Background: an optimization exercise with open tools, aiming at small area, a short achievable clock period and few clock cycles. Do not read the settings as production practice.
Only simulation tests tie the RTL to the original design; equivalence was not proved.
No activity file was given, so power comes from the tool's default toggle rates.

`design.v`:
```
`timescale 1ns / 1ps
package mstt_pkg;
    localparam int SLOTS_DEF = 16;
    localparam int MAX_ACTIVE_RESET = 16;
    localparam logic [19:0] SLEEP_NONE = 20'd1000000;
    localparam logic [31:0] ID_WRAP = 32'hFFFF_FFFF;
    localparam logic [1:0] CMD_ADD = 2'd0;
    localparam logic [1:0] CMD_STOP = 2'd1;
    localparam logic [1:0] CMD_STOP_ALL = 2'd2;
    localparam logic [1:0] CMD_TICK = 2'd3;
    localparam logic [2:0] KIND_ADD_OK = 3'd0;
    localparam logic [2:0] KIND_ADD_REFUSED = 3'd1;
    localparam logic [2:0] KIND_STOP_DONE = 3'd2;
    localparam logic [2:0] KIND_CLEAR_DONE = 3'd3;
    localparam logic [2:0] KIND_EXPIRY = 3'd4;
    localparam logic [2:0] KIND_TICK_DONE = 3'd5;
    typedef struct packed {
        logic        valid;
        logic [31:0] id;
        logic [31:0] interval;
        logic [47:0] start;
        logic [15:0] fired;
        logic [15:0] total;
    } timer_t;
    typedef struct packed {
        logic        expire;
        logic        remove;
        logic [15:0] fired;
        logic [47:0] start;
        logic [48:0] left;
    } eval_t;
endpackage
`timescale 1ns / 1ps
module mstt_cell (
    input  logic        valid,
    input  logic        last,       
    input  logic        ivoid,      
    input  logic [31:0] interval,
    input  logic [48:0] deadline,
    input  logic [47:0] now,
    input  logic [28:0] now_hi1,    
    output logic        expire,
    output logic [19:0] left
);
    logic [28:0] dh;
    logic [28:0] nh;
    logic [19:0] lo;
    logic        no_borrow;
    logic        lo_zero;
    logic        eq_h;
    logic        eq_h1;
    logic        le_h;
    logic        due;
    logic        near;
    assign dh = deadline[48:20];
    assign nh = {1'b0, now[47:20]};
    mstt_ks_add #(.W(20)) u_lo (
        .a    (deadline[19:0]),
        .b    (~now[19:0]),
        .cin  (1'b1),
        .s    (lo),
        .cout (no_borrow)
    );
    mstt_le #(.W(29)) u_le (.a(dh), .b(nh), .le(le_h), .eq_out(eq_h));
    always_comb begin
        lo_zero = (deadline[19:0] == now[19:0]);
        eq_h1   = (dh == now_hi1);
        due     = (le_h && !eq_h) || (eq_h && (!no_borrow || lo_zero));
        near    = (eq_h && no_borrow && !lo_zero) || (eq_h1 && !no_borrow);
        expire  = valid && due;
        if (!valid) begin
            left = 20'd1000000;
        end else if (!due) begin
            left = (near && lo < 20'd1000000) ? lo : 20'd1000000;
        end else if (last || ivoid) begin
            left = 20'd1000000;
        end else begin
            left = interval[19:0];
        end
    end
endmodule
`timescale 1ns / 1ps
module mstt_ks_add #(
    parameter int W = 32
) (
    input  logic [W-1:0] a,
    input  logic [W-1:0] b,
    input  logic         cin,
    output logic [W-1:0] s,
    output logic         cout
);
    localparam int L = $clog2(W);
    logic [W-1:0] p;
    logic [L:0][W-1:0] gl;
    logic [L:0][W-1:0] pl;
    always_comb begin
        p     = a ^ b;
        gl[0] = a & b;
        pl[0] = p;
        gl[0][0] = (a[0] & b[0]) | (p[0] & cin);
        for (int l = 0; l < L; l++) begin
            for (int i = 0; i < W; i++) begin
                if (((i >> l) & 1) == 1) begin
                    gl[l+1][i] = gl[l][i] | (pl[l][i] & gl[l][((i >> l) << l) - 1]);
                    pl[l+1][i] = pl[l][i] & pl[l][((i >> l) << l) - 1];
                end else begin
                    gl[l+1][i] = gl[l][i];
                    pl[l+1][i] = pl[l][i];
                end
            end
        end
        s    = p ^ {gl[L][W-2:0], cin};
        cout = gl[L][W-1];
    end
endmodule
module mstt_le #(
    parameter int W = 20
) (
    input  logic [W-1:0] a,
    input  logic [W-1:0] b,
    output logic         le,
    output logic         eq_out
);
    localparam int L = $clog2(W);
    localparam int P2 = 1 << L;
    logic [L:0][P2-1:0] lt;
    logic [L:0][P2-1:0] eq;
    always_comb begin
        for (int i = 0; i < P2; i++) begin
            if (i < W) begin
                lt[0][i] = !a[i] & b[i];
                eq[0][i] = !(a[i] ^ b[i]);
            end else begin
                lt[0][i] = 1'b0;
                eq[0][i] = 1'b1;
            end
        end
        for (int l = 0; l < L; l++) begin
            for (int j = 0; j < P2; j++) begin
                if (j < (P2 >> (l + 1))) begin
                    lt[l+1][j] = lt[l][2*j+1] | (eq[l][2*j+1] & lt[l][2*j]);
                    eq[l+1][j] = eq[l][2*j+1] & eq[l][2*j];
                end else begin
                    lt[l+1][j] = 1'b0;
                    eq[l+1][j] = 1'b0;
                end
            end
        end
        le     = lt[L][0] | eq[L][0];
        eq_out = eq[L][0];
    end
endmodule
module mstt_min4 #(
    parameter bit CAP = 1'b0
) (
    input  logic [19:0] a,
    input  logic [19:0] b,
    input  logic [19:0] c,
    input  logic [19:0] d,
    output logic [19:0] y
);
    logic ab, ac, ad, bc, bd, cd;
    logic wa, wb, wc, wd;
    mstt_le #(.W(20)) u_ab (.a(a), .b(b), .le(ab), .eq_out());
    mstt_le #(.W(20)) u_ac (.a(a), .b(c), .le(ac), .eq_out());
    mstt_le #(.W(20)) u_ad (.a(a), .b(d), .le(ad), .eq_out());
    mstt_le #(.W(20)) u_bc (.a(b), .b(c), .le(bc), .eq_out());
    mstt_le #(.W(20)) u_bd (.a(b), .b(d), .le(bd), .eq_out());
    mstt_le #(.W(20)) u_cd (.a(c), .b(d), .le(cd), .eq_out());
    always_comb begin
        wa = ab & ac & ad;
        wb = !ab & bc & bd;
        wc = !ac & !bc & cd;
        wd = !ad & !bd & !cd;
        y  = ({20{wa}} & a) | ({20{wb}} & b) | ({20{wc}} & c) | ({20{wd}} & d);
        if (CAP && ((wa && a >= 20'd1000000) || (wb && b >= 20'd1000000)
                    || (wc && c >= 20'd1000000) || (wd && d >= 20'd1000000))) begin
            y = 20'd1000000;
        end
    end
endmodule
`timescale 1ns / 1ps
module multi_shot_timer_table #(
    parameter int SLOTS = mstt_pkg::SLOTS_DEF
) (
    input  logic         aclk,
    input  logic         aresetn,
    input  logic         cfg_wr_en,
    input  logic [4:0]   cfg_wr_data,
    input  logic         s_tvalid,
    output logic         s_tready,
    input  logic [127:0] s_tdata,
    input  logic [1:0]   s_tuser,
    output logic         m_tvalid,
    input  logic         m_tready,
    output logic [71:0]  m_tdata,
    output logic [2:0]   m_tuser,
    output logic         m_tlast
);
    localparam int N = 16;
    logic          r_v;
    logic [1:0]    r_cmd;
    logic [31:0]   r_int;
    logic [15:0]   r_rep;
    logic [31:0]   r_tid;
    logic [47:0]   r_now;
    logic [N-1:0]         v;       
    logic [N-1:0][31:0]   sid;     
    logic [N-1:0][31:0]   sint;    
    logic [N-1:0][48:0]   sdl;     
    logic [N-1:0][15:0]   sfc;     
    logic [N-1:0][15:0]   stot;    
    logic [N-1:0]         slast;   
    logic [N-1:0]         sivd;    
    logic [N-1:0]         gt;      
    logic [N-1:0][N-1:0]  ord;     
    logic [4:0]    lim;
    logic [4:0]    used;           
    logic [31:0]   cand;           
    logic          cand_one;       
    logic          tb;
    logic [N-1:0]  cur;            
    logic [N-1:0]  rest;           
    logic [16:0]   t_hi1;          
    logic [47:0]   t_now;
    logic [N-1:0][19:0] t_left;    
    logic          t_one;          
    logic [19:0]   sleep_r;        
    logic          p_v;
    logic [2:0]    p_kind;
    logic [31:0]   p_id;
    logic          o_v;
    logic [2:0]    o_kind;
    logic [31:0]   o_id;
    logic [15:0]   o_fc;
    logic [19:0]   o_sl;
    logic          s_v;
    logic [2:0]    s_kind;
    logic [31:0]   s_id;
    logic [19:0]   s_aux;          
    logic          go;             
    logic          pz;             
    logic          y_free;         
    logic          x_go;           
    logic [N-1:0]  sel;            
    logic [N-1:0]  ye;             
    logic          y_exp;
    logic [31:0]   sel_id;
    logic [31:0]   sel_int;
    logic [15:0]   sel_fc;
    logic [15:0]   sel_tot;
    logic          sel_last;
    logic [15:0]   fc_inc;
    logic [16:0]   fc_inc2;
    logic [15:0]   tot_eff;
    logic          last_next;
    logic [48:0]   dl_exp;
    logic [19:0]   sleep;
    logic          y_push;
    logic [2:0]    y_kind;
    logic [31:0]   y_id;
    logic [19:0]   y_aux;
    assign go     = !s_v;
    assign pz     = (cur == '0);
    assign y_free = go && (!tb || pz);
    assign x_go   = r_v && y_free;
    assign s_tready = !r_v || y_free;
    assign y_exp  = tb && !pz;
    function automatic logic [N-1:0] first_of(input logic [N-1:0] m,
                                              input logic [N-1:0][N-1:0] o);
        logic [N-1:0] below;
        for (int i = 0; i < N; i++) begin
            below[i] = 1'b0;
            for (int j = 0; j < N; j++) begin
                if (j < i) below[i] = below[i] | (m[j] & o[j][i]);
                if (j > i) below[i] = below[i] | (m[j] & !o[i][j]);
            end
            first_of[i] = m[i] & !below[i];
        end
    endfunction
    logic [N-1:0] rest_first;
    assign rest_first = first_of(rest, ord);
    assign sel = cur;
    assign ye = (y_exp && go) ? sel : '0;
    always_comb begin
        sel_id   = '0;
        sel_int  = '0;
        sel_fc   = '0;
        sel_tot  = '0;
        sel_last = 1'b0;
        for (int i = 0; i < N; i++) begin
            sel_id   = sel_id   | ({32{sel[i]}} & sid[i]);
            sel_int  = sel_int  | ({32{sel[i]}} & sint[i]);
            sel_fc   = sel_fc   | ({16{sel[i]}} & sfc[i]);
            sel_tot  = sel_tot  | ({16{sel[i]}} & stot[i]);
            sel_last = sel_last | (sel[i] & slast[i]);
        end
        fc_inc    = sel_fc + 16'd1;
        fc_inc2   = {1'b0, sel_fc} + 17'd2;
        tot_eff   = (sel_tot == 16'd0) ? 16'd1 : sel_tot;
        last_next = fc_inc2 >= {1'b0, tot_eff};
    end
    logic [31:0] exp_lo;
    logic        exp_c;
    mstt_ks_add #(.W(32)) u_exp (
        .a    (t_now[31:0]),
        .b    (sel_int),
        .cin  (1'b0),
        .s    (exp_lo),
        .cout (exp_c)
    );
    assign dl_exp = {exp_c ? t_hi1 : {1'b0, t_now[47:32]}, exp_lo};
    logic [3:0][19:0] grp;
    genvar gg;
    generate
        for (gg = 0; gg < 4; gg++) begin : g_grp
            mstt_min4 u_min (
                .a (t_left[4*gg+0]),
                .b (t_left[4*gg+1]),
                .c (t_left[4*gg+2]),
                .d (t_left[4*gg+3]),
                .y (grp[gg])
            );
        end
    endgenerate
    logic [19:0] tree_min;
    mstt_min4 u_min_all (
        .a (grp[0]),
        .b (grp[1]),
        .c (grp[2]),
        .d (grp[3]),
        .y (tree_min)
    );
    assign sleep = tree_min;
    always_comb begin
        y_push = p_v || tb;
        if (p_v) begin
            y_kind = p_kind;
            y_id   = p_id;
            y_aux  = '0;
        end else if (!pz) begin
            y_kind = mstt_pkg::KIND_EXPIRY;
            y_id   = sel_id;
            y_aux  = {4'd0, fc_inc};
        end else begin
            y_kind = mstt_pkg::KIND_TICK_DONE;
            y_id   = '0;
            y_aux  = t_one ? sleep : sleep_r;
        end
    end
    logic          x_add, x_stop, x_clr, x_tick;
    logic [N-1:0]  free;           
    logic          full;
    logic [31:0]   cmp_id;
    logic [N-1:0]  eqc;
    logic          dup;
    logic          add_ok;
    logic [N-1:0]  lt;             
    logic [48:0]   dl_add;
    logic [48:0]   dl_w;           
    logic [15:0]   fc_w;
    logic          last_w;
    logic [28:0]   now_hi1;
    logic          last_add;
    logic [N-1:0]  t_exp;
    logic [N-1:0]  t_first;
    logic [N-1:0][19:0] t_left_d;
    assign x_add  = x_go && (r_cmd == mstt_pkg::CMD_ADD);
    assign x_stop = x_go && (r_cmd == mstt_pkg::CMD_STOP);
    assign x_clr  = x_go && (r_cmd == mstt_pkg::CMD_STOP_ALL);
    assign x_tick = x_go && (r_cmd == mstt_pkg::CMD_TICK);
    logic [N:0] taken;
    always_comb begin
        taken[0] = 1'b0;
        for (int i = 0; i < N; i++) begin
            free[i]    = !v[i] && !taken[i];
            taken[i+1] = taken[i] || !v[i];
        end
    end
    assign full   = (used >= lim) || used[4];
    assign cmp_id = (r_cmd == mstt_pkg::CMD_STOP) ? r_tid : cand;
    always_comb begin
        for (int i = 0; i < N; i++) begin
            eqc[i] = (sid[i] == cmp_id);
            lt[i]  = !cand_one && !gt[i];
        end
    end
    assign dup      = |(v & eqc);
    assign add_ok   = !full && !dup;
    logic [31:0] add_lo;
    logic        add_c;
    mstt_ks_add #(.W(32)) u_add (
        .a    (r_now[31:0]),
        .b    (r_int),
        .cin  (1'b0),
        .s    (add_lo),
        .cout (add_c)
    );
    assign dl_add   = {add_c ? ({1'b0, r_now[47:32]} + 17'd1) : {1'b0, r_now[47:32]}, add_lo};
    assign last_add = (r_rep <= 16'd1);
    assign now_hi1  = {1'b0, r_now[47:20]} + 29'd1;
    assign dl_w   = y_exp ? dl_exp : dl_add;
    assign fc_w   = y_exp ? fc_inc : 16'd0;
    assign last_w = y_exp ? last_next : last_add;
    assign t_first = first_of(t_exp, ord);
    genvar gi;
    generate
        for (gi = 0; gi < N; gi++) begin : g_slot
            mstt_cell u_cell (
                .valid    (v[gi]),
                .last     (slast[gi]),
                .ivoid    (sivd[gi]),
                .interval (sint[gi]),
                .deadline (sdl[gi]),
                .now      (r_now),
                .now_hi1  (now_hi1),
                .expire   (t_exp[gi]),
                .left     (t_left_d[gi])
            );
        end
    endgenerate
    always_ff @(posedge aclk) begin
        for (int i = 0; i < N; i++) begin
            if (free[i]) begin
                sid[i]   <= cand;
                sint[i]  <= r_int;
                stot[i]  <= r_rep;
                sivd[i]  <= (r_int == 32'd0) || (r_int >= 32'd1000000);
            end
            if (free[i] || ye[i]) begin
                sdl[i]   <= dl_w;
                sfc[i]   <= fc_w;
                slast[i] <= last_w;
            end
            if (free[i]) begin
                gt[i] <= 1'b0;
            end else if (x_add && !full) begin
                gt[i] <= (cand_one || gt[i]) && !eqc[i];
            end
            for (int j = i + 1; j < N; j++) begin
                if (free[j]) begin
                    ord[i][j] <= lt[i];
                end else if (free[i]) begin
                    ord[i][j] <= !lt[j];
                end
            end
        end
    end
    always_ff @(posedge aclk) begin
        for (int i = 0; i < N; i++) begin
            if (!aresetn) begin
                v[i] <= 1'b0;
            end else if (x_clr) begin
                v[i] <= 1'b0;
            end else if (x_stop && eqc[i]) begin
                v[i] <= 1'b0;
            end else if (x_add && add_ok && free[i]) begin
                v[i] <= 1'b1;
            end else if (ye[i] && sel_last) begin
                v[i] <= 1'b0;
            end
        end
    end
    always_ff @(posedge aclk) begin
        if (!aresetn) begin
            r_v      <= 1'b0;
            lim      <= 5'(mstt_pkg::MAX_ACTIVE_RESET);
            cand     <= 32'd2;
            cand_one <= 1'b0;
            tb       <= 1'b0;
            cur      <= '0;
            rest     <= '0;
            used     <= '0;
            p_v      <= 1'b0;
            t_one    <= 1'b0;
        end else begin
            t_one   <= x_tick;
            if (cfg_wr_en) begin
                lim <= cfg_wr_data;
            end
            if (s_tvalid && s_tready) begin
                r_v <= 1'b1;
            end else if (x_go) begin
                r_v <= 1'b0;
            end
            if (x_add && !full) begin
                cand     <= (cand == 32'hFFFF_FFFE) ? 32'd1 : cand + 32'd1;
                cand_one <= (cand == 32'hFFFF_FFFE);
            end
            if (x_tick) begin
                tb   <= 1'b1;
                cur  <= t_first;
                rest <= t_exp & ~t_first;
            end else if (tb && go) begin
                if (pz) begin
                    tb <= 1'b0;
                end else begin
                    cur  <= rest_first;
                    rest <= rest & ~rest_first;
                end
            end
            if (x_clr) begin
                used <= '0;
            end else if (x_stop) begin
                used <= used - 5'(dup);
            end else if (x_add && add_ok) begin
                used <= used + 5'd1;
            end else if (y_exp && go && sel_last) begin
                used <= used - 5'd1;
            end
            if (x_go && !x_tick) begin
                p_v <= 1'b1;
            end else if (go) begin
                p_v <= 1'b0;
            end
        end
    end
    always_ff @(posedge aclk) begin
        if (s_tvalid && s_tready) begin
            r_cmd <= s_tuser;
            r_int <= s_tdata[31:0];
            r_rep <= s_tdata[47:32];
            r_tid <= s_tdata[79:48];
            r_now <= s_tdata[127:80];
        end
        if (x_tick) begin
            t_now <= r_now;
            t_hi1 <= {1'b0, r_now[47:32]} + 17'd1;
        end
        t_left <= t_left_d;
        if (t_one) begin
            sleep_r <= sleep;
        end
        if (x_go) begin
            p_id <= '0;
            unique case (r_cmd)
                mstt_pkg::CMD_ADD: begin
                    p_kind <= add_ok ? mstt_pkg::KIND_ADD_OK : mstt_pkg::KIND_ADD_REFUSED;
                    p_id   <= add_ok ? cand : 32'd0;
                end
                mstt_pkg::CMD_STOP:     p_kind <= mstt_pkg::KIND_STOP_DONE;
                mstt_pkg::CMD_STOP_ALL: p_kind <= mstt_pkg::KIND_CLEAR_DONE;
                default:                p_kind <= mstt_pkg::KIND_TICK_DONE;
            endcase
        end
    end
    logic o_free;
    assign o_free = !o_v || m_tready;
    always_ff @(posedge aclk) begin
        if (!aresetn) begin
            o_v <= 1'b0;
            s_v <= 1'b0;
        end else begin
            if (o_free) begin
                o_v <= s_v || y_push;
                s_v <= 1'b0;
            end else if (go && y_push) begin
                s_v <= 1'b1;
            end
        end
    end
    always_ff @(posedge aclk) begin
        if (o_free) begin
            if (s_v) begin
                o_kind <= s_kind;
                o_id   <= s_id;
                o_fc   <= (s_kind == mstt_pkg::KIND_EXPIRY) ? s_aux[15:0] : 16'd0;
                o_sl   <= (s_kind == mstt_pkg::KIND_TICK_DONE) ? s_aux : 20'd0;
            end else begin
                o_kind <= y_kind;
                o_id   <= y_id;
                o_fc   <= (y_kind == mstt_pkg::KIND_EXPIRY) ? y_aux[15:0] : 16'd0;
                o_sl   <= (y_kind == mstt_pkg::KIND_TICK_DONE) ? y_aux : 20'd0;
            end
        end else if (go) begin
            s_kind <= y_kind;
            s_id   <= y_id;
            s_aux  <= y_aux;
        end
    end
    assign m_tvalid = o_v;
    assign m_tuser  = o_kind;
    assign m_tlast  = (o_kind != mstt_pkg::KIND_EXPIRY);
    assign m_tdata  = {4'd0, o_sl, o_fc, o_id};
endmodule
```
`run.sh`:
```
#!/bin/bash
# synth_recipe.tcl (not shown) runs the flow's synth.tcl, then flattens the netlist and writes it again
# the make line also repeats each setting of config.mk as NAME=value (left out here)
make -C /OpenROAD-flow-scripts/flow DESIGN_CONFIG=/design/flow/config.mk WORK_HOME=/design/flow/orfs CLKGATE_MAP_FILE= SYNTH_SCRIPT=/design/flow/synth_recipe.tcl finish
```
`config.mk`:
```
export PLATFORM = sky130hd
export DESIGN_NAME = multi_shot_timer_table
export DESIGN_NICKNAME = multi_shot_timer_table
export VERILOG_FILES = /design/flow/design.v
export SDC_FILE = /design/flow/constraint.sdc
export NUM_CORES = 4
export LEC_CHECK = 0
export CAP_MARGIN = 20
export CORE_MARGIN = 2
export CORE_UTILIZATION = 40
export PLACE_DENSITY = 0.45
export SETUP_SLACK_MARGIN = 5
export SLEW_MARGIN = 20
export TNS_END_PERCENT = 10
```
`constraint.sdc`:
```
create_clock -name core_clock -period 10.0 [get_ports {aclk}]
set_input_delay 2.0000 -clock core_clock [delete_from_list [all_inputs] [get_ports {aclk}]]
set_output_delay 2.0000 -clock core_clock [all_outputs]
set_load 0.01 [all_outputs]
```
==> key figures, run 1 <==
Outcome
  – Outcome: complete, no violations

Critical path
  – Reg2Reg Depth: 17
  – Flop2flop setup slack: 3.98 ns
  – R2r endpoint: cand[20]
  – Most common cell on crit path: buf_4
  – CP Max Fanout: 32
  – Slowest-stage cell, CP: and2_1
  – Signal arrival time at the worst endpoint: 6.88 ns
  – Buffers and inverters on the worst path: 6
  – Worst EP required: 10.85 ns
  – Largest delay share family, worst path: simple AND/OR/NAND/NOR gates
  – Setup crit start kind: flip-flop
  – Worst Path Class, Setup: reg -> reg
  – Max incr delay on CP: 0.65 ns
  – R2R Path Start: cur[10]
  – CP endpoint kind: flip-flop
  – Worst-path cell chain: buf_12, buf_16, nor4_1, nand4_1, buf_6, and2_4, nor3b_4, buf_4, buf_4, and3_1, buf_4, nand4_1, nor3_2, and2_1, nor2b_1, xnor2_1, nor2_1

Place
  – Place WS: 2.400 ns
  – IO buf count: 213
  – Inst Count DP: 20238
  – Dpl hpwl: 628400 um
  – Final RePlAce weighted congestion: 1.043

Detailed routing
  – DR DRC count: 0
  – Drt wl/cell: 40.53 um
  – DRT antenna net count: 0
  – First-pass DRT Iterations: 7
  – First-iteration detailed-routing DRC count: 20625
  – Vias per cell: 6.423
  – Via count: 139458
  – Routed wire length: 879800 um

Floorplanning
  – Initial Util: 0.4012
  – Die height: 660.9 um
  – Die X: 660.9 um
  – Core area: 430300 um^2
  – FP Rows: 241
  – Die ar.: 436800 um^2
  – Top Ports: 218

Timing
  – Slew margin rel.: 0.1544
  – Fin crit period: 6.024 ns
  – Final-report setup violation count: 0
  – Final worst setup slack: 3.976 ns
  – Max frequency: 0.1660 GHz
  – RSZ-0062 raised after global routing: true
  – Skew final: 0.07444 ns
  – Min Hold Slack: 0.4711 ns
  – Setup TNS Final: 0 ns
  – Fin crit share: 0.6024
  – Final Slew Violations: 0
  – Worst-Margin Slew: 1.260 ns
  – Final Hold Viols: 0

Worst hold path
  – Hold Path Depth: 2
  – Hold Path Origin: sleep_r[0]
  – Hold crit path type: reg -> reg
  – Hold Crit Endpoint: sleep_r[0]

Final layout
  – Area growth syn-to-layout: 23.39%
  – Commonest non-fill, non-tap cell in the layout: edfxtp_1
  – Non-filler cells, final: 21711
  – Layout net count: 17308
  – Layout cells sized above 1: 0.1905
  – Commonest cells after routing, fill and taps aside: 2828 x edfxtp_1, 1409 x ha_1, 1046 x inv_1

Logic synthesis
  – Main synth FF type: edfxtp_1
  – Synth unique cells: 116
  – Synthesized flop and latch total: 3281
  – Synth Warn #: 7
  – Syn_area_per_cell: 12.07 um^2
  – Mapped Cells: 14302
  – Async set or reset register ratio after synthesis: 0
  – Sequential area share after synthesis: 0.5445
  – Post-synth EDFFs: 2828
  – Synth Cell Area: 172600 um^2

Global routing
  – Largest net degree at the start of global routing: 68
  – Vias in the first global route: 130695
  – GRT Total Usage: 0.3856
  – First-pass GRT wire length: 1147000 um
  – Overflow after GRT: 0
  – Antenna violations before repair: 131

Power and ir drop
  – Pwr/cell area: 152.7 nW/um^2
  – Leak pwr: 81.12 nW
  – Max VDD drop: 0.1448 mV

CTS
  – Hold buffers post-CTS: 0
  – CTS Buf Count: 381
  – Worst-path clk slew: 0.07 ns
  – Sink Count: 3281
  – CTS tree: done
  – Clock Tree Root: clkbuf_16
  – Htree depth: 5
  – Max Root-Sink Buffers: 4
  – Clock latency on the worst-skew pair: 1.02 ns

Flow run
  – Max-cap violations: 0
==> worst reg2reg max path: stages, from the launching register on <==
cell	delay, ns
dfxtp_4	0.36
buf_12	0.20
buf_16	0.25
nor4_1	0.27
nand4_1	0.14
buf_6	0.21
and2_4	0.24
nor3b_4	0.52
buf_4	0.43
buf_4	0.63
and3_1	0.29
buf_4	0.33
nand4_1	0.37
nor3_2	0.50
and2_1	0.65
nor2b_1	0.27
xnor2_1	0.14
nor2_1	0.05
==> worst max path at each step <==
stage	start	endpoint	slack (ns)	depth (start not counted)
after global routing	t_left[162]	o_sl[14]	3.94	30
final	cur[10]	cand[20]	3.98	17
after detailed placement	cur[13]	sdl[379]	2.40	17
after global placement	r_now[6]	cur[6]	2.12	15
after CTS	r_now[33]	t_left[88]	4.26	16
after floorplan	s_tvalid	r_cmd[0]	4.52	1
==> cells by family after synthesis <==
family | after synthesis | share of synthesized area
AO/OA/AOI/OAI | 3514 | 0.1449
multiplexers | 55 | 0.003849
flip-flops | 3281 | 0.5445
AND/OR/NAND/NOR | 2951 | 0.08610
adder cells (fa/ha/maj) | 1553 | 0.1165
buffers and inverters | 1640 | 0.03694
XOR/XNOR | 1307 | 0.06721
other | 1 | 0.00002172
==> sequential cells by signal, summed over array words and instances, names as in the netlist, 32 cells and up <==
name    cells
stot      256
r_now      48
o_id       32
s_id       32
sint      512
sdl       784
sid       512
t_now      48
r_int      32
sfc       256
p_id       32
cand       32
r_tid      32
t_left    320
ord       120
==> layer usage <==
metal  track usage  up-vias  share of wire
li1              -    57280              -
met1        0.5162    70829           0.40
met2        0.5625     9307           0.42
met3        0.1094     1998           0.12
met4        0.2102       44          0.066
met5             0        -        0.00045
==> layout make-up <==
cell class | instances | area (um^2)
Multi-Input combinational cell | 9393 | 80110
Sequential cell | 3281 | 94210
Clock buffer | 494 | 10400
Fill cell | 37809 | 217300
Timing Repair Buffer | 1442 | 14470
Tap cell | 5710 | 7144
Antenna cell | 57 | 142.6
Clock inverter | 213 | 2152
Inverter | 1121 | 4358
==> through the flow <==
stage / util / cell area (um^2) / total power, W
4_1_cts: 0.4744 / 204200 / 0.03231
3_5_place_dp: 0.4298 / 185000 / 0.01797
6_report: 0.4950 / 213000 / 0.03253
2_1_floorplan: - / 173100 / 0.01678
5_1_grt: 0.4947 / 212900 / 0.03322
3_3_place_gp: 0.4294 / 184800 / 0.01794
==> where the power goes <==
group          leakage [nW]  switching, W  internal [W]
clock                  6.11       0.00618       0.00825
combinational          45.9       0.00183       0.00103
sequential             29.1      0.000151        0.0151
total                  81.1       0.00816        0.0244
==> cell usage after synthesis, types with 186 or more instances <==
master / count / area share
dfxtp_1: 453 / 0.053
nand4_1: 435 / 0.016
xnor2_1: 1105 / 0.056
a22oi_1: 259 / 0.011
nor4_1: 258 / 0.0094
xor2_1: 186 / 0.0094
edfxtp_1: 2828 / 0.49
nand3_1: 190 / 0.0055
inv_1: 1110 / 0.024
a21oi_1: 704 / 0.020
clkbuf_1: 334 / 0.0073
o21ai_0: 457 / 0.013
a22o_1: 363 / 0.018
nor2_1: 621 / 0.014
ha_1: 1457 / 0.11
nand2_1: 767 / 0.017
a221oi_1: 383 / 0.019
a21o_1: 409 / 0.018
==> what timing repair did <==
action,CTS,global route
pin swaps,197,260
setup buffers,256,406
cloned,20,25
gates resized for setup,849,920
endpoints found under the setup margin,2150,1298
Testbench counts, summed over its fixed seeds: cycles 5,138.
==> run 2, diff against run 1 <==
--- a/design.v
+++ b/design.v
@@ -61,3 +61,4 @@
         .s    (lo),
-        .cout (no_borrow)
+        .cout (no_borrow),
+        .pall (lo_zero)      
     );
@@ -65,3 +66,2 @@
     always_comb begin
-        lo_zero = (deadline[19:0] == now[19:0]);
         eq_h1   = (dh == now_hi1);
@@ -89,3 +89,4 @@
     output logic [W-1:0] s,
-    output logic         cout
+    output logic         cout,
+    output logic         pall
 );
@@ -113,2 +114,3 @@
         cout = gl[L][W-1];
+        pall = &p;
     end
@@ -309,3 +311,4 @@
         .s    (exp_lo),
-        .cout (exp_c)
+        .cout (exp_c),
+        .pall ()
     );
@@ -396,3 +399,4 @@
         .s    (add_lo),
-        .cout (add_c)
+        .cout (add_c),
+        .pall ()
     );
--- a/config.mk
+++ b/config.mk
@@ -9,4 +9,4 @@
 export CORE_MARGIN = 2
-export CORE_UTILIZATION = 40
-export PLACE_DENSITY = 0.45
+export CORE_UTILIZATION = 45
+export PLACE_DENSITY = 0.5
 export SETUP_SLACK_MARGIN = 5
==> key figures, run 2 <==
Flow run
  – Max-cap violations: 0 (unchanged)

Timing
  – Min Hold Slack: 0.4739 ns (+0.002755 ns)
  – Fin crit share: 0.6004 (-0.002021)
  – Max frequency: 0.1666 GHz (+0.34%)
  – RSZ-0062 raised after global routing: true
  – Setup TNS Final: 0 ns (unchanged)
  – Worst-Margin Slew: 1.279 ns (+0.01862 ns)
  – Final Slew Violations: 0 (unchanged)
  – Skew final: 0.06842 ns (-0.006014 ns)
  – Slew margin rel.: 0.1464 (-0.007941)
  – Final Hold Viols: 0 (unchanged)
  – Fin crit period: 6.004 ns (-0.02021 ns)
  – Final-report setup violation count: 0 (unchanged)

Final layout
  – Filler instances: 32253 (-15%)
  – Area growth syn-to-layout: 21.02%
  – Commonest non-fill, non-tap cell in the layout: edfxtp_1
  – Final instance area: 209500 um^2 (-1.6%)
  – Number of flip-flops in the largest register: 784 (unchanged)
  – Multi-input logic area: 79360 um^2 (-0.94%)
  – Layout net count: 17209 (-0.57%)
  – Reg with most FFs: sdl
  – Regs by FF count: sdl: 784 flops, sid: 512 flops, sint: 512 flops
  – Layout cells sized above 1: 0.1780 (-0.01244)
  – Register area: 94250 um^2 (about the same)
  – Commonest cells after routing, fill and taps aside: 2828 x edfxtp_1, 1402 x ha_1, 1078 x xnor2_1

Floorplanning
  – Die X: 624.3 um (-5.5%)
  – Die ar.: 389700 um^2 (-11%)
  – Die height: 624.3 um (-5.5%)
  – Initial Util: 0.4525 (+0.05135)
  – FP Rows: 227 (-5.8%)
  – Core area: 382600 um^2 (-11%)
  – Top Ports: 218 (unchanged)

Logic synthesis
  – Post-synth EDFFs: 2828 (unchanged)
  – Count leader, synth: edfxtp_1
  – Top-area cell type share of the netlist area: 0.4905 (-0.001426)
  – Synth unique cells: 112 (-3.4%)
  – Async set or reset register ratio after synthesis: 0 (unchanged)
  – Biggest area consumer among synthesized cells: edfxtp_1
  – Synthesized flop and latch total: 3281 (unchanged)
  – Sequential area share after synthesis: 0.5429 (-0.001578)
  – Main area contributors after synthesis: edfxtp_1 49%, ha_1 11%, xnor2_1 5.6%
  – Commonest cells in the netlist: 2828 x edfxtp_1, 1457 x ha_1, 1127 x inv_1, 1114 x xnor2_1, 869 x nand2_1
  – Main synth FF type: edfxtp_1
  – Mapped Cells: 14409 (+0.75%)
  – Synth Warn #: 7 (unchanged)
  – Syn_area_per_cell: 12.01 um^2 (-0.45%)
  – Synth Cell Area: 173100 um^2 (+0.29%)

CTS
  – Max Root-Sink Buffers: 4 (unchanged)
  – Sink Count: 3281 (unchanged)
  – Clock Tree Root: clkbuf_16
  – CTS tree: done
  – Worst-path clk slew: 0.06 ns (about the same)
  – Htree depth: 5 (unchanged)
  – CTS Buf Count: 373 (-2.1%)
  – Clock latency on the worst-skew pair: 1.02 ns (about the same)

Power and ir drop
  – Sw Share: 0.2521 (+0.001283)
  – Leak pwr: 79.84 nW (-1.6%)
  – Comb power frac: 0.088 (about the same)
  – Power share of the clock group: 0.440 (-0.003)
  – Max VDD drop: 0.1534 mV (+6.0%)
  – Sequential power share: 0.472 (+0.004)
  – Total power: 0.03225 W (-0.87%)
  – Net switching power: 0.008130 W (-0.36%)
  – Pwr/cell area: 153.9 nW/um^2 (+0.78%)
  – Int Power: 0.02412 W (-1.0%)

Place
  – Placed Area: 184300 um^2 (-0.37%)
  – Dpl hpwl: 586800 um (-6.6%)
  – Final RePlAce weighted congestion: 1.078 (+3.4%)
  – IO buf count: 213 (unchanged)

Global routing
  – Largest net degree at the start of global routing: 66 (-2.9%)
  – Overflow after GRT: 0 (unchanged)
  – GRT Total Usage: 0.4091 (+0.02348)
  – Vias in the first global route: 131223 (+0.40%)
  – Antenna violations before repair: 117 (-11%)
  – First-pass GRT wire length: 1099000 um (-4.1%)

Critical path
  – Worst Path Class, Setup: reg -> reg
  – Max incr delay on CP: 0.63 ns (-0.02 ns)
  – CP endpoint kind: flip-flop
  – Slowest-stage cell, CP: nor4_2
  – Signal arrival time at the worst endpoint: 6.84 ns (-0.04 ns)
  – CP Max Fanout: 20 (-38%)
  – Worst-path cell chain: buf_12, and3_1, xnor2_2, buf_4, xnor2_1, nor4_1, nand4_1, nor4_2, nand4_1, nor4_4, buf_4, or4b_1, nand2_1, nand2_1, a31o_2, o21ai_0
  – Setup crit start kind: flip-flop
  – Worst EP required: 10.83 ns (-0.02 ns)

Detailed routing
  – First-iteration detailed-routing DRC count: 23357 (+13%)
  – First-pass DRT Iterations: 14 (+7)
  – Vias per cell: 6.692 (+4.2%)
  – Via count: 140046 (+0.42%)
  – Drt wl/cell: 40.08 um (-1.1%)
  – Routed wire length: 838700 um (-4.7%)
  – DRT antenna net count: 0 (unchanged)
  – DR DRC count: 0 (unchanged)

Worst hold path
  – Hold crit path type: reg -> reg

Outcome
  – Outcome: complete, no violations
-- run 2: power groups by stage --
stage | Clock [W] | Sequential [W] | Combinational, W
finish | 0.0142 | 0.0152 | 0.00284
CTS | 0.0142 | 0.0152 | 0.00259
global placement | 0 | 0.0155 | 0.00244
floorplan | 0 | 0.0155 | 0.00129
detailed placement | 0 | 0.0155 | 0.00248
global route | 0.0147 | 0.0152 | 0.00294
-- run 2: path summary, 6_finish.rpt --
kind                            depth (start not counted)         from  slack, ns     endpoint
worst max register to register                         16    r_now[20]       4.00  t_left[100]
worst min register to register                          2  sleep_r[19]       0.47  sleep_r[19]
worst max-delay path                                   16    r_now[20]       4.00  t_left[100]
worst min-delay path                                    2  sleep_r[19]       0.47  sleep_r[19]
-- run 2: layout make-up --
type | instances | area share
inverter | 1132 | 0.02101
antenna | 49 | 0.0005853
timing repair buffer | 1250 | 0.06065
timing repair inverter | 3 | 0.00007167
sequential | 3281 | 0.4499
clock buffer | 471 | 0.04773
tap | 5038 | 0.03009
multi-input combinational | 9480 | 0.3788
clock inverter | 222 | 0.01122
-- run 2: worst max-delay path: cells and delay by family (launching register included) --
kind / cells / cell delay, ns
flip-flops: 1 / 0.41
buffers and inverters: 3 / 0.80
AND/OR/NAND/NOR: 9 / 3.02
XOR/XNOR: 2 / 0.66
AO/OA/AOI/OAI: 2 / 0.87
-- run 2: through the flow --
step | util | std cells | setup slack (ns)
after global routing | 0.5474 | 20886 | 4.006
final | 0.5476 | 20926 | 3.996
after global placement | 0.4812 | 19563 | 2.541
after CTS | 0.5302 | 20544 | 4.146
after detailed placement | 0.4817 | 19569 | 2.551
after floorplan | - | 14412 | 4.526
-- run 2: what timing repair did --
item	in CTS	in global routing
setup buffers	259	300
setup endpoints to repair	1695	969
hold buffers	0	0
cloned	23	28
resized for setup	756	763
pin swaps	155	268
-- run 2: kinds of logic (layout without fill, tap and decap cells) --
family | Yosys count | after routing | synth area share
AND/OR/NAND/NOR | 2966 | 2975 | 0.08616
multiplexers | 72 | 72 | 0.004264
adder cells (fa/ha/maj) | 1551 | 1551 | 0.1160
AO/OA/AOI/OAI | 3553 | 3559 | 0.1466
XOR/XNOR | 1319 | 1319 | 0.06699
flip-flops | 3281 | 3281 | 0.5429
buffers and inverters | 1666 | 3078 | 0.03707
other | 1 | 53 | 0.00002166
-- run 2: layer usage --
metal | up-vias | GRT usage | wire length (um)
li1 | 57197 | - | -
met2 | 10216 | 0.5820 | 341500
met4 | 64 | 0.2430 | 64090
met5 | - | 0 | 487
met3 | 2277 | 0.1293 | 109600
met1 | 70292 | 0.5451 | 323000
Testbench counts of run 2, summed over its fixed seeds: cycles 5,138.
==> run 3, diff against run 2 <==
--- a/config.mk
+++ b/config.mk
@@ -9,4 +9,4 @@
 export CORE_MARGIN = 2
-export CORE_UTILIZATION = 45
-export PLACE_DENSITY = 0.5
+export CORE_UTILIZATION = 50
+export PLACE_DENSITY = 0.55
 export SETUP_SLACK_MARGIN = 5
==> key figures, run 3 <==
Final layout
  – Reg with most FFs: sdl
  – Number of flip-flops in the largest register: 784 (unchanged)
  – Filler instances: 26980 (-16%)
  – Commonest cells after routing, fill and taps aside: 2828 x edfxtp_1, 1405 x ha_1, 1059 x inv_1
  – Commonest non-fill, non-tap cell in the layout: edfxtp_1
  – Area growth syn-to-layout: 20.56%
  – Regs by FF count: sdl: 784 flops, sid: 512 flops, sint: 512 flops
  – Layout cells sized above 1: 0.1756 (-0.002439)
  – Layout net count: 17184 (-0.15%)

Power and ir drop
  – Total power: 0.03188 W (-1.1%)
  – Max VDD drop: 0.1727 mV (+13%)
  – Leak pwr: 79.94 nW (+0.13%)
  – Pwr/cell area: 152.8 nW/um^2 (-0.75%)

Flow run
  – Max-cap violations: 0 (unchanged)

Logic synthesis
  – Sequential area share after synthesis: 0.5429 (unchanged)
  – Commonest cells in the netlist: 2828 x edfxtp_1, 1457 x ha_1, 1127 x inv_1, 1114 x xnor2_1, 869 x nand2_1
  – Main area contributors after synthesis: edfxtp_1 49%, ha_1 11%, xnor2_1 5.6%
  – Syn_area_per_cell: 12.01 um^2 (unchanged)
  – Count leader, synth: edfxtp_1
  – Synth unique cells: 112 (unchanged)
  – Top-area cell type share of the netlist area: 0.4905 (unchanged)
  – Async set or reset register ratio after synthesis: 0 (unchanged)
  – Biggest area consumer among synthesized cells: edfxtp_1
  – Mapped Cells: 14409 (unchanged)
  – Synth Warn #: 7 (unchanged)
  – Main synth FF type: edfxtp_1
  – Post-synth EDFFs: 2828 (unchanged)
  – Synth Cell Area: 173100 um^2 (unchanged)
  – Synthesized flop and latch total: 3281 (unchanged)

Floorplanning
  – Die X: 592.4 um (-5.1%)
  – Top Ports: 218 (unchanged)
  – FP Rows: 216 (-4.8%)
  – Core area: 345400 um^2 (-9.7%)
  – Initial Util: 0.5012 (+0.04872)
  – Die ar.: 351000 um^2 (-9.9%)
  – Die height: 592.4 um (-5.1%)

Timing
  – Final Hold Viols: 0 (unchanged)
  – Worst-Margin Slew: 1.404 ns (+0.1249 ns)
  – Max frequency: 0.1640 GHz (-1.5%)
  – Slew margin rel.: 0.06305 (-0.08339)
  – Final-report setup violation count: 0 (unchanged)
  – Fin crit share: 0.6096 (+0.009169)
  – RSZ-0062 raised after global routing: true
  – Setup TNS Final: 0 ns (unchanged)
  – Final Slew Violations: 0 (unchanged)
  – Skew final: 0.08764 ns (+0.01922 ns)
  – Fin crit period: 6.096 ns (+0.09169 ns)

Critical path
  – Slowest-stage cell, CP: or4b_4
  – Max incr delay on CP: 0.63 ns (about the same)
  – Setup crit start kind: flip-flop
  – Worst-path cell chain: inv_1, ha_1, nand2_1, o21ai_2, a211oi_2, a21oi_2, nor3_4, buf_4, buf_4, a222oi_1, a21boi_4, inv_2, ha_4, a21o_1, a21o_1, a2111oi_4, nor2b_4, a32oi_1, and4_4, or4b_4, o21ai_1, a211oi_2, a211o_1, a21oi_1
  – Worst EP required: 10.81 ns (-0.02 ns)
  – CP endpoint kind: flip-flop
  – Signal arrival time at the worst endpoint: 6.91 ns (+0.07 ns)
  – CP Max Fanout: 8 (-60%)
  – Worst Path Class, Setup: reg -> reg

Detailed routing
  – First-iteration detailed-routing DRC count: 24364 (+4.3%)
  – Vias per cell: 6.962 (+4.0%)
  – DR DRC count: 0 (unchanged)
  – DRT antenna net count: 0 (unchanged)
  – First-pass DRT Iterations: 12 (-2)
  – Drt wl/cell: 40.16 um (+0.20%)
  – Via count: 142196 (+1.5%)
  – Routed wire length: 820200 um (-2.2%)

CTS
  – Max Root-Sink Buffers: 4 (unchanged)
  – Htree depth: 5 (unchanged)
  – Clock Tree Root: clkbuf_16
  – Clock latency on the worst-skew pair: 1.01 ns (about the same)
  – CTS tree: done
  – Sink Count: 3281 (unchanged)
  – Worst-path clk slew: 0.06 ns (about the same)
  – Hold buffers post-CTS: 0 (unchanged)
  – CTS Buf Count: 355 (-4.8%)

Place
  – Dpl hpwl: 571500 um (-2.6%)
  – Final RePlAce weighted congestion: 1.066 (-1.2%)
  – IO buf count: 213 (unchanged)

Worst hold path
  – Hold crit path type: reg -> reg

Global routing
  – Vias in the first global route: 130954 (-0.20%)
  – Largest net degree at the start of global routing: 80 (+21%)
  – First-pass GRT wire length: 1070000 um (-2.7%)
  – Overflow after GRT: 0 (unchanged)
  – GRT Total Usage: 0.4411 (+0.03201)
  – Antenna violations before repair: 119 (+1.7%)

Outcome
  – Outcome: complete, no violations
## run 3: kinds of logic (layout without fill, tap and decap cells)
family,count (synthesis),after routing,synth area share
compound gates,3553,3558,0.1466
flops,3281,3281,0.5429
simple gates,2966,2977,0.08616
buf+inv,1666,3035,0.03707
fa+ha+maj,1551,1551,0.1160
xor+xnor,1319,1319,0.06699
mux,72,72,0.004264
other cells,1,53,0.00002166
## run 3: stage by stage
step | utilization | std cells | worst slack (ns) | instance area, um^2 | hold WS (ns)
floorplan | - | 14412 | 4.526 | 173900 | 0.4264
global placement | 0.5311 | 19083 | 2.169 | 183400 | 0.4686
detailed placement | 0.5314 | 19090 | 2.225 | 183500 | 0.4802
CTS | 0.5815 | 19997 | 3.965 | 200900 | 0.4829
global route | 0.6040 | 20383 | 3.805 | 208600 | 0.4990
finish | 0.6043 | 20424 | 3.904 | 208700 | 0.4872
## run 3: what timing repair did
action,in CTS,in global routing
cloned,17,34
buffers inserted,232,340
setup endpoints to repair,2226,1717
pin swaps,152,249
gates resized for setup,706,817
## run 3: worst max-delay path: cells and delay by family, from the launching register on
family | cells | cell delay (ns)
fa+ha+maj | 2 | 0.57
compound gates | 13 | 3.06
buf+inv | 4 | 0.53
simple gates | 5 | 1.24
flops | 1 | 0.50
## run 3: final timing paths
kind               start           to  cells after the start  slack (ns)
max reg2reg  t_left[199]    s_aux[10]                     24        3.90
max          t_left[199]    s_aux[10]                     24        3.90
min          sleep_r[14]  sleep_r[14]                      2        0.49
min reg2reg  sleep_r[14]  sleep_r[14]                      2        0.49
## run 3: area by class of cell
class                   count  area [um^2]  share of cell area
well taps                4578         5728             0.02744
clock buffers             435         9540             0.04571
clock inverters           223         2406             0.01153
inverters                1132         4393             0.02105
flip-flops and latches   3281        94240              0.4515
diodes                     49        122.6           0.0005875
multi-input cells        9481        79510              0.3810
repair buffers           1245        12770             0.06117
## run 3: report_power, final
part           switching [W]  internal (W)  leakage, nW
Clock                0.00604       0.00774         5.80
Combinational        0.00186       0.00101         45.0
Sequential          0.000142        0.0151         29.1
## run 3: metal layers
metal | share of wire | wire (um) | global-route usage | up-vias
li1 | - | - | - | 57126
met1 | 0.37 | 299600 | 0.5816 | 70210
met2 | 0.41 | 334500 | 0.6247 | 12091
met3 | 0.15 | 122900 | 0.1559 | 2711
met4 | 0.077 | 62790 | 0.2594 | 58
met5 | 0.00051 | 418 | 0.003653 | -

[port drivers added, routing unchanged]
The flow's constraints put no driver on any port. The routed layouts listed below were extracted and timed again, unchanged, in two steps. Step 1, drivers: a clkbuf_16 drives aclk and a buf_2 each remaining input, both assumed. Step 2, shift: input delay + t, output delay - t, t = (earliest + latest rising clock arrival at the registers) / 2. This alone moves slack from input paths to output paths. Slacks: ideal ports / drivers / drivers and shift; pairs: ideal ports / drivers.
run	t (ns)	setup slack, ns	worst hold slack (ns)
run 1	1.109	3.976 / 3.976 / 3.976	0.471 / 0.471 / 0.471
run 2	1.111	3.996 / 3.996 / 3.996	0.474 / 0.474 / 0.474
run 3	1.090	3.904 / 3.904 / 3.904	0.487 / 0.487 / 0.487
After both steps every run listed still meets setup and hold.
